What follows belongs to an exercise in optimizing a design on an open flow for small area, a short achievable clock period and few clock cycles; a production flow would make more cautious choices. RTL that was checked went through simulation tests only; none was proved equivalent to the original.

Design synth_voice_allocator, start of the top module:
module synth_voice_allocator (
    input  wire logic        i_clk,
    input  wire logic        i_rst_n,
    input  wire logic        i_in_valid,
    output logic             o_in_stall,
    input  wire logic [16:0] i_in_data,
    output logic             o_out_valid,
    input  wire logic        i_out_stall,
    output logic      [16:0] o_out_data,
    input  wire logic        psel,
    input  wire logic        penable,
    input  wire logic        pwrite,
    input  wire logic [3:0]  paddr,
    input  wire logic [31:0] pwdata,
    output logic      [31:0] prdata,
    output logic             pready
);
    localparam int K_PON  = 0;    
    localparam int K_POFF = 1;    
    localparam int K_ALL  = 2;    
    localparam int K_FIN  = 3;    
    localparam int K_MON  = 4;    
    localparam int K_MOFF = 5;    
    function automatic logic [5:0] f_kind(input logic [1:0] op, input logic mono);
        f_kind = '0;
        f_kind[K_PON]  = (op == 2'd0) && !mono;
        f_kind[K_POFF] = (op == 2'd1) && !mono;
        f_kind[K_ALL]  = (op == 2'd2);
        f_kind[K_FIN]  = (op == 2'd3);
        f_kind[K_MON]  = (op == 2'd0) && mono;
        f_kind[K_MOFF] = (op == 2'd1) && mono;
    endfunction
    function automatic logic [3:0] f_enc(input logic [15:0] oh);
        f_enc = '0;
        for (int i = 0; i < 16; i++) begin
            if (oh[i]) f_enc = f_enc | 4'(i);
        end
    endfunction
    function automatic logic [15:0] f_first(input logic [15:0] v);
        logic seen;
        seen = 1'b0;
        for (int i = 0; i < 16; i++) begin
            f_first[i] = v[i] && !seen;
            seen = seen || v[i];
        end
    endfunction
    function automatic logic [15:0] f_mask(input logic [4:0] limit, input logic dual);
        logic [4:0] l;
        l = (limit > 5'd16) ? 5'd16 : limit;
        if (dual) l = l >> 1;
  ...
Size: ~3400 flip-flops, about 110 I/O pins, roughly 0.093 mm^2 of cells after synthesis.
==> flow/config.mk <==
export PLATFORM = sky130hd
export DESIGN_NAME = synth_voice_allocator
export DESIGN_NICKNAME = synth_voice_allocator
export VERILOG_FILES = /design/flow/design.v
export SDC_FILE = /design/flow/constraint.sdc
export NUM_CORES = 4
export LEC_CHECK = 0
export ABC_CLOCK_PERIOD_IN_PS = 3000
export CAP_MARGIN = 20
export CORE_MARGIN = 2
export CORE_UTILIZATION = 60
export CTS_CLUSTER_DIAMETER = 100
export CTS_CLUSTER_SIZE = 26
export SETUP_SLACK_MARGIN = 5
export SLEW_MARGIN = 20
==> flow/constraint.sdc <==
create_clock -name core_clock -period 9.0 [get_ports {i_clk}]
set_input_delay 1.8000 -clock core_clock [delete_from_list [all_inputs] [get_ports {i_clk}]]
set_output_delay 1.8000 -clock core_clock [all_outputs]
set_load 0.01 [all_outputs]
standard.sh (not shown) runs the stock make flow with config.mk's settings and CLKGATE_MAP_FILE= SYNTH_SCRIPT=/design/flow/synth_recipe.tcl, a recipe that flattens the netlist after the stock synthesis.
==> flow/flow/run.sh <==
#!/bin/bash
set -euo pipefail
bash standard.sh SETUP_SLACK_MARGIN=6 finish > flow_make.log 2>&1
Testbench counts at the start, summed over its fixed seeds: cycles 3,128.
Change:
--- a/flow/design.v
+++ b/flow/design.v
@@ -359,19 +359,19 @@
         t_v = '0; t_key0 = hkey; rl_v = '0; clr_all = 1'b0; fin = 1'b0;
         n_pend = '0; ld_pend = 1'b0;
         if (pend_nz) begin
             c_cmd = 1'b1; c_cv = f_enc(first_a); c_act = 1'b1; c_key = akey;
             n_pend = r_pend & ~first_a; ld_pend = 1'b1;
             c_last = !(|n_pend);
         end else begin
             case (1'b1)
                 r_h_kind[K_PON]: begin
-                    t_v = pon_v; c_cmd = 1'b1; c_cv = f_enc(pon_v);
+                    t_v = pon_v; c_cmd = 1'b1; c_cv = (|m) ? f_enc(first_m) : f_enc(alloc);
                 end
                 r_h_kind[K_POFF]: begin
                     if (|m) begin
                         rl_v = m; c_cmd = 1'b1; c_cv = f_enc(first_m); c_act = 1'b1;
                         n_pend = m & ~first_m; ld_pend = 1'b1;
                         c_last = !(|n_pend);
                     end
                 end
                 r_h_kind[K_ALL]: begin
@@ -434,19 +434,19 @@
     assign cmd_data = {c_cv, c_act, c_key, c_last};
     assign n_data   = i_in_data;
     assign n_key    = n_data[14:4];
     assign eq_h     = (hkey == n_key);
     assign eq_t0    = r_h_kind[K_MOFF] ? s_top_eq : eq_h;
     logic [5:0]  n_kind;
     logic        hv_n, os_n, pend_n, swait_n, stall_n;
     assign n_kind  = f_kind(n_data[16:15], r_mono);
     assign hv_n    = h_adv ? accept : r_h_valid;
-    assign os_n    = !o_free && (r_os_valid || emit);
+    assign os_n    = !o_free && (r_os_valid || (run && (pend_nz || r_h_valid)));
     assign pend_n  = (run && ld_pend && (pend_nz || r_h_valid)) ? (|n_pend) : pend_nz;
     assign swait_n = h_adv ? ((n_kind[K_MON] && s_push_wait) || (n_kind[K_MOFF] && s_rm_wait))
                            : (r_h_kind[K_MON] || r_h_kind[K_MOFF]);
     assign stall_n = hv_n && (os_n || pend_n || swait_n);
     always_ff @(posedge i_clk) begin
         if (h_adv) begin
             r_h_data <= n_data;
             r_h_kind <= n_kind;
             r_h_mask <= f_mask(r_limit, r_dual);
Result: The changed run ran to the end with no violations; maximum frequency went down slightly; non-clock buffer count went down by 39; global-route usage went down by 1.5 points; area after synthesis is about the same; register-to-register slack degrades by 20 ps.
The RTL of the second run of this note was laid out without a check of its function.

re-timing with driven ports:
Ports are ideal in the flow. The routed layouts listed here were re-timed in OpenROAD. Step 1 sets driving cells, clkbuf_16 on the clock port and buf_2 on the other inputs (assumed; they add their load-dependent delay and slew). Step 2 moves the port delays by t, midway between the first and last clock arrival at a register: inputs arrive t later, outputs are due t later. That takes back most of the time a late clock gives input paths. Slacks: no drivers / after step 1 / after step 2; pairs: no drivers / after step 1.
| run | t, ns | setup WS [ns] | clock arrival spread, ns | worst register clock-pin slew, ns | cell pins on the clock port's net |
|---|---|---|---|---|---|
| the first run | 0.912 | 5.446 / 5.446 / 4.961 | 0.077 / 0.077 | 0.12 / 0.12 | 1 |
| the second run | 0.898 | 5.425 / 5.425 / 4.958 | 0.092 / 0.092 | 0.12 / 0.12 | 1 |
After both steps setup and hold are still met in every run listed. The setup slack of the first run, which loses most, moves by 0.000 ns with the drivers and by -0.485 ns with both steps.
